Context: an optimization exercise on an open-source flow, tuned for small area. The choices shown serve that exercise and are no tape-out recipe.
RTL that was checked went through simulation tests only; none was proved equivalent to the original.
No activity file was given, so power comes from the tool's default toggle rates.

## rev 12
## alt_sync_ram
module alt_sync_ram #(
  parameter int WIDTH         = 64,
  parameter int WIDTHAD       = 4,
  parameter int NUMWORDS      = 1 << WIDTHAD,
  parameter int WIDTH_BYTEENA = 8,
  parameter int OUTDATA_REG   = 1
) (
  input  logic                     clock0,
  input  logic                     aclr0,
  input  logic                     clocken0,
  input  logic                     wren_a,
  input  logic                     wren_b,
  input  logic                     rden_a,
  input  logic                     rden_b,
  input  logic [WIDTHAD-1:0]       address_a,
  input  logic [WIDTHAD-1:0]       address_b,
  input  logic [WIDTH-1:0]         data_a,
  input  logic [WIDTH-1:0]         data_b,
  input  logic [WIDTH_BYTEENA-1:0] byteena_a,
  input  logic [WIDTH_BYTEENA-1:0] byteena_b,
  input  logic                     addressstall_a,
  input  logic                     addressstall_b,
  output logic [WIDTH-1:0]         q_a,
  output logic [WIDTH-1:0]         q_b
);
  localparam int LANE  = WIDTH / WIDTH_BYTEENA;
  localparam int PAIRS = NUMWORDS / 2;
  logic [NUMWORDS-1:0][WIDTH-1:0] mem_n;
  logic [NUMWORDS-1:0][WIDTH-1:0] keep_n;
  logic [NUMWORDS-1:0][WIDTH-1:0] mem_n_nxt;
  genvar gw;
  logic [WIDTHAD-1:0] addr_reg_a, addr_reg_b;
  logic [WIDTHAD-1:0] raddr_a, raddr_b;
  logic [WIDTH-1:0]   rdata_a, rdata_b;
  logic [WIDTH-1:0]   rdata_a_nxt, rdata_b_nxt;
  logic [WIDTH-1:0]   q_a_nxt, q_b_nxt;
  logic [NUMWORDS-1:0] wdec_a, wdec_b;
  logic [WIDTH_BYTEENA-1:0] wbe_a, wbe_b;
  logic [NUMWORDS-1:0][WIDTH_BYTEENA-1:0] sel_a_n, sel_b_n, hold;
  logic [NUMWORDS-1:0] rsel_a_n, rsel_b_n;
  logic ren_a_n, ren_b_n;
  logic cken_n;
  ...
Size in the first run: ~5500 cells after synthesis, roughly 0.052 mm^2 of cells after synthesis.
export LEC_CHECK = 0
export CAP_MARGIN = 0
export CORE_MARGIN = 2
export CORE_UTILIZATION = 40
export GPL_TIMING_DRIVEN = 0
export SETUP_SLACK_MARGIN = 0.5
export SLEW_MARGIN = 0
export SYNTH_HIERARCHICAL = 1
create_clock -name core_clock -period 4.0 [get_ports {clock0}]
standard.sh (not shown) runs the stock make flow with config.mk's settings and CLKGATE_MAP_FILE= SYNTH_SCRIPT=/design/flow/synth_recipe.tcl, a recipe that flattens the netlist after the stock synthesis.
==> flow/flow/run.sh <==
#!/bin/bash
# Layout flow: the standard flow (standard.sh) with these changes.
#  1. After the standard synthesis, the o221ai, nor3 and a22oi cells that ABC sized up inside the one-gate
#     modules go back to drive strength 1; later repair steps size them up again where timing
#     or slew needs it. Registers are not touched.
#  2. Ports are buffered with the smallest buffer instead of a delay cell.
#  3. Clock tree: clkbuf_8 buffers, larger sink clusters, no dummy loads.
# Each make run writes its full output to a log file here; ORFS keeps its per-step logs under
# orfs/logs.
set -euo pipefail
R=orfs/results/${FLOW_PLATFORM:-sky130hd}/alt_sync_ram/base

bash standard.sh synth > run_synth.log 2>&1

sed -i -E 's/\bsky130_fd_sc_hd__(o221ai|nor3|a22oi)_2\b/sky130_fd_sc_hd__\1_1/g' "$R/1_2_yosys.v"
grep -c "sky130_fd_sc_hd__o221ai_1 " "$R/1_2_yosys.v" > run_resize.log || true

CTS="-sink_clustering_enable -repair_clock_nets -dont_use_dummy_load"
CTS="$CTS -buf_list {sky130_fd_sc_hd__clkbuf_8} -sink_clustering_size 15 -sink_clustering_max_diameter 60"
bash standard.sh "BUFFER_PORTS_ARGS=-buffer_cell sky130_fd_sc_hd__buf_1" "CTS_ARGS=$CTS" \
  finish > run_layout.log 2>&1
The flow for rev 12 finished, though final verification flagged capacitance limit, slew limit.
Here is what was changed in the inputs of rev 13 compared with rev 12.
diff --git a/flow/flow/run.sh b/flow/flow/run.sh
--- a/flow/flow/run.sh
+++ b/flow/flow/run.sh
@@ -6,3 +6,3 @@
 #  2. Ports are buffered with the smallest buffer instead of a delay cell.
-#  3. Clock tree: clkbuf_8 buffers, larger sink clusters, no dummy loads.
+#  3. Clock tree: clkbuf_16 buffers, larger sink clusters, no dummy loads.
 # Each make run writes its full output to a log file here; ORFS keeps its per-step logs under
@@ -18,3 +18,3 @@
 CTS="-sink_clustering_enable -repair_clock_nets -dont_use_dummy_load"
-CTS="$CTS -buf_list {sky130_fd_sc_hd__clkbuf_8} -sink_clustering_size 15 -sink_clustering_max_diameter 60"
+CTS="$CTS -buf_list {sky130_fd_sc_hd__clkbuf_16} -sink_clustering_size 30 -sink_clustering_max_diameter 80"
 bash standard.sh "BUFFER_PORTS_ARGS=-buffer_cell sky130_fd_sc_hd__buf_1" "CTS_ARGS=$CTS" \
diff --git a/flow/config.mk b/flow/config.mk
--- a/flow/config.mk
+++ b/flow/config.mk
@@ -7,3 +7,3 @@
 export LEC_CHECK = 0
-export CAP_MARGIN = 0
+export CAP_MARGIN = 15
 export CORE_MARGIN = 2
@@ -12,3 +12,3 @@
 export SETUP_SLACK_MARGIN = 0.5
-export SLEW_MARGIN = 0
+export SLEW_MARGIN = 15
 export SYNTH_HIERARCHICAL = 1
--- outcome ---
Rev 13 did not stop at any stage, and its layout met the timing, design-rule and antenna checks.
Rev 12: all stages done; final checks FAILED (capacitance limit, slew limit).
Relative to rev 12, clock-buffer cell count decreased by about 50% in rev 13.
Compared with rev 12, in rev 13 combinational-cell power consumption shows no meaningful change; inverter count shows no meaningful change.
Summary of rev 13 over rev 12: post-route worst hold slack up 0.034 ns, utilization of the core after routing flat.
No run of this note included a check of the RTL's function; only the layout flow was run.

---

## build 42
alt_sync_ram, a different RTL version from the one above (not shown whole).
For scale: about 5700 cells after synthesis, ~290 I/O pins, about 0.053 sq mm of cells after synthesis.
Settings: LEC_CHECK=0, CAP_MARGIN=10, CORE_MARGIN=2, CORE_UTILIZATION=40, GPL_TIMING_DRIVEN=0, PLACE_DENSITY=0.7, SETUP_SLACK_MARGIN=0.35, SLEW_MARGIN=10, SYNTH_HIERARCHICAL=1; clock period 4.0 ns.
==> flow/flow/run.sh <==
#!/bin/bash
# Layout flow: the standard flow (standard.sh) with these changes.
#  1. After the standard synthesis, the o221ai, nor3 and a22oi cells that ABC sized up inside the one-gate
#     modules go back to drive strength 1; later repair steps size them up again where timing
#     or slew needs it. Registers are not touched.
#  2. Ports are buffered with the smallest buffer instead of a delay cell.
#  3. Clock tree: clkbuf_8 buffers, larger sink clusters, no dummy loads.
# Each make run writes its full output to a log file here; ORFS keeps its per-step logs under
# orfs/logs.
set -euo pipefail
R=orfs/results/${FLOW_PLATFORM:-sky130hd}/alt_sync_ram/base

bash standard.sh synth > run_synth.log 2>&1

sed -i -E 's/\bsky130_fd_sc_hd__(o221ai|nor3|a22oi)_2\b/sky130_fd_sc_hd__\1_1/g' "$R/1_2_yosys.v"
grep -c "sky130_fd_sc_hd__o221ai_1 " "$R/1_2_yosys.v" > run_resize.log || true

CTS="-sink_clustering_enable -repair_clock_nets -dont_use_dummy_load"
CTS="$CTS -buf_list {sky130_fd_sc_hd__clkbuf_8} -sink_clustering_size 16 -sink_clustering_max_diameter 100"
bash standard.sh "BUFFER_PORTS_ARGS=-buffer_cell sky130_fd_sc_hd__buf_1" "CTS_ARGS=$CTS" \
  finish > run_layout.log 2>&1
For build 52, these inputs were changed with respect to build 42:
-- flow/flow/run.sh --
<<< build 42, line 19
CTS="$CTS -buf_list {sky130_fd_sc_hd__clkbuf_8} -sink_clustering_size 16 -sink_clustering_max_diameter 100"
>>> build 52, line 19
CTS="$CTS -buf_list {sky130_fd_sc_hd__clkbuf_8} -sink_clustering_size 15 -sink_clustering_max_diameter 60"
-- flow/config.mk --
<<< build 42, line 8
export CAP_MARGIN = 10
>>> build 52, line 8
export CAP_MARGIN = 15
<<< build 42, line 13
export SETUP_SLACK_MARGIN = 0.35
export SLEW_MARGIN = 10
>>> build 52, line 13
export SETUP_SLACK_MARGIN = 0.5
export SLEW_MARGIN = 15
==> results.txt <==
Delta (build 52 minus build 42): minimum clock period after layout lost 90 ps, switching component of the power grew by 0.64%. Max freq build 42 -> build 52: improved. Compared build 42 against build 52; worst-skew pair later-pin latency within noise. On proportion of cell area occupied by multi-input gates, build 52 and build 42 are basically level. In the metrics for build 52 and build 42, the one carrying the lower final clock skew is build 42. Compared with build 42, build 52 ends up with more cell area.
#### Input delta (build 96 over build 52)
-- flow/flow/run.sh --
<<< build 52, line 19
CTS="$CTS -buf_list {sky130_fd_sc_hd__clkbuf_8} -sink_clustering_size 15 -sink_clustering_max_diameter 60"
>>> build 96, line 19
CTS="$CTS -buf_list {sky130_fd_sc_hd__clkbuf_8} -sink_clustering_size 18 -sink_clustering_max_diameter 45"
-- flow/config.mk --
<<< build 52, line 12
export PLACE_DENSITY = 0.7
>>> build 96, line 12
Results
- Build 96 completed every stage of the flow, and the final layout passed the timing, design-rule and antenna checks.
- Re final cell count: build 52 was lower than build 96.
- The final reports for build 96 and build 52 show arrival time of the worst setup path higher in the former.
- The amount of wire on met3 after detailed routing in build 52 is 1.07 times that in build 96.
- Part of the total power dissipated in combinational logic, build 96 and build 52: smaller value in build 96

---

Starting RTL as in the previous note.
Settings: LEC_CHECK=0, CAP_MARGIN=10, CORE_MARGIN=2, CORE_UTILIZATION=40, GPL_TIMING_DRIVEN=0, PLACE_DENSITY=0.7, SETUP_SLACK_MARGIN=0.3, SLEW_MARGIN=10, SYNTH_HIERARCHICAL=1; clock period 4.0 ns.
==> flow/flow/run.sh <==
#!/bin/bash
# Layout flow: the standard flow (standard.sh) with these changes.
#  1. After the standard synthesis, the o221ai, nor3 and a22oi cells that ABC sized up inside the one-gate
#     modules go back to drive strength 1; later repair steps size them up again where timing
#     or slew needs it. Registers are not touched.
#  2. Ports are buffered with the smallest buffer instead of a delay cell.
#  3. Clock tree: clkbuf_8 buffers, larger sink clusters, no dummy loads.
# Each make run writes its full output to a log file here; ORFS keeps its per-step logs under
# orfs/logs.
set -euo pipefail
R=orfs/results/${FLOW_PLATFORM:-sky130hd}/alt_sync_ram/base

bash standard.sh synth > run_synth.log 2>&1

sed -i -E 's/\bsky130_fd_sc_hd__(o221ai|nor3|a22oi)_2\b/sky130_fd_sc_hd__\1_1/g' "$R/1_2_yosys.v"
grep -c "sky130_fd_sc_hd__o221ai_1 " "$R/1_2_yosys.v" > run_resize.log || true

CTS="-sink_clustering_enable -repair_clock_nets -dont_use_dummy_load"
CTS="$CTS -buf_list {sky130_fd_sc_hd__clkbuf_8} -sink_clustering_size 17 -sink_clustering_max_diameter 100"
bash standard.sh "BUFFER_PORTS_ARGS=-buffer_cell sky130_fd_sc_hd__buf_1" "CTS_ARGS=$CTS" \
  finish > run_layout.log 2>&1
Next try:
--- a/flow/flow/run.sh
+++ b/flow/flow/run.sh
@@ -19 +19 @@
-CTS="$CTS -buf_list {sky130_fd_sc_hd__clkbuf_8} -sink_clustering_size 17 -sink_clustering_max_diameter 100"
+CTS="$CTS -buf_list {sky130_fd_sc_hd__clkbuf_8} -sink_clustering_size 15 -sink_clustering_max_diameter 60"
- CAP_MARGIN: 10 -> 15
- PLACE_DENSITY: 0.7 -> 0.85
- SETUP_SLACK_MARGIN: 0.3 -> 0.5
- SLEW_MARGIN: 10 -> 15
Utilization goes up by 0.48 points.
Final area rises by 1.1%.
Worst setup slack improves by 98 ps.
Wire length grows by 2.1%.
Power went up by 2.5%.
Critical path depth goes up by 1.
Next try:
--- a/flow/flow/run.sh
+++ b/flow/flow/run.sh
@@ -7 +7 @@
-#  3. Clock tree: clkbuf_8 buffers, larger sink clusters, no dummy loads.
+#  3. Clock tree: clkbuf_4 and clkbuf_8 buffers, larger sink clusters, no dummy loads.
@@ -19 +19 @@
-CTS="$CTS -buf_list {sky130_fd_sc_hd__clkbuf_8} -sink_clustering_size 15 -sink_clustering_max_diameter 60"
+CTS="$CTS -buf_list {sky130_fd_sc_hd__clkbuf_4 sky130_fd_sc_hd__clkbuf_8} -sink_clustering_size 10 -sink_clustering_max_diameter 50"
- PLACE_DENSITY: 0.85 -> default
The new run passed the timing, design-rule and antenna checks.
Non-clock buffer count rose by 4.
Die area is unchanged.
Area after synthesis is unchanged.
Worst setup slack is better by 70 ps.
Clock power rose by about 26%.
Via count fell by 3.2%.
Cell area rose by about 1.6%.
Worst hold slack is better by 220 ps.
Next try:
--- a/flow/flow/run.sh
+++ b/flow/flow/run.sh
@@ -7 +7 @@
-#  3. Clock tree: clkbuf_4 and clkbuf_8 buffers, larger sink clusters, no dummy loads.
+#  3. Clock tree: clkbuf_8 buffers, larger sink clusters, no dummy loads.
@@ -19 +19 @@
-CTS="$CTS -buf_list {sky130_fd_sc_hd__clkbuf_4 sky130_fd_sc_hd__clkbuf_8} -sink_clustering_size 10 -sink_clustering_max_diameter 50"
+CTS="$CTS -buf_list {sky130_fd_sc_hd__clkbuf_8} -sink_clustering_size 16 -sink_clustering_max_diameter 100"
- CAP_MARGIN: 15 -> 10
- PLACE_DENSITY: default -> 0.7
- SETUP_SLACK_MARGIN: 0.5 -> 0.25
- SLEW_MARGIN: 15 -> 10
Result:
- The changed run passed the timing, design-rule and antenna checks
- via count barely changes
- total power falls by 6.8%
- design area falls by 2.6%
Next try:
- CAP_MARGIN: 10 -> 15
- CORE_UTILIZATION: 40 -> 55
- SETUP_SLACK_MARGIN: 0.25 -> 0.5
- SLEW_MARGIN: 10 -> 15
After rerunning: Cell area goes down slightly; routed wire length goes down by a few percent; final cell count goes down by a few percent; global-route usage goes up by 11 points; clock skew stays flat; die area goes down by a quarter to a third; register-to-register slack is worse by 50 ps.
Next try:
--- a/flow/flow/run.sh
+++ b/flow/flow/run.sh
@@ -19 +19 @@
-CTS="$CTS -buf_list {sky130_fd_sc_hd__clkbuf_8} -sink_clustering_size 16 -sink_clustering_max_diameter 100"
+CTS="$CTS -buf_list {sky130_fd_sc_hd__clkbuf_8} -sink_clustering_size 17 -sink_clustering_max_diameter 100"
- CAP_MARGIN: 15 -> 10
- CORE_UTILIZATION: 55 -> 40
- SETUP_SLACK_MARGIN: 0.5 -> 0.35
- SLEW_MARGIN: 15 -> 10
Result:
- power is about the same
- combinational power rose by about 1%
- final cell count rises by about 7%
- core utilization fell by 16 points
- hold slack gains 23 ps
- area after synthesis does not change

afterwards: timing with drivers on the ports:
The flow's constraints put no driver on any port. The routed layouts listed below were extracted and timed again, unchanged, in two steps. Step 1 assumes that a clkbuf_16 drives the clock port and a buf_2 every other input. Step 2 also shifts input and output timing later by t, the mid clock arrival at the registers, as if the neighbouring blocks saw the same clock. Three values: no drivers, after step 1, after step 2; two values: the first two.
| run | shift t [ns] | setup slack, ns | hold slack, ns | latest minus earliest clock arrival (ns) |
|---|---|---|---|---|
| rev 12 | 0.912 | 0.336 / 0.389 / -0.524 | 0.058 / 0.007 / 0.421 | 0.115 / 0.115 |
| rev 13 | 0.805 | 0.370 / 0.425 / -0.381 | 0.091 / 0.039 / 0.468 | 0.068 / 0.067 |
| build 42 | 0.909 | 0.244 / 0.295 / -0.614 | 0.039 / 0.001 / 0.477 | 0.058 / 0.058 |
| build 52 | 0.900 | 0.335 / 0.376 / -0.525 | 0.202 / 0.176 / 0.475 | 0.087 / 0.087 |
| build 96 | 0.963 | 0.371 / 0.429 / -0.534 | 0.287 / 0.230 / 0.471 | 0.100 / 0.100 |
| the first run of note 3 | 0.890 | 0.177 / 0.231 / -0.659 | 0.076 / 0.034 / 0.479 | 0.046 / 0.046 |
| the second run of note 3 | 0.908 | 0.275 / 0.322 / -0.586 | 0.052 / 0.012 / 0.464 | 0.089 / 0.089 |
| the third run of note 3 | 0.977 | 0.345 / 0.396 / -0.581 | 0.276 / 0.223 / 0.457 | 0.103 / 0.102 |
| the fourth run of note 3 | 0.905 | 0.164 / 0.216 / -0.690 | 0.045 / 0.005 / 0.477 | 0.055 / 0.055 |
| the fifth run of note 3 | 0.869 | 0.312 / 0.369 / -0.501 | 0.049 / -0.009 / 0.476 | 0.051 / 0.051 |
| the sixth run of note 3 | 0.889 | 0.173 / 0.224 / -0.666 | 0.072 / 0.033 / 0.478 | 0.044 / 0.043 |
For the third run of note 3, which loses most, drivers alone change the setup slack by +0.051 ns; drivers and shift together by -0.926 ns.
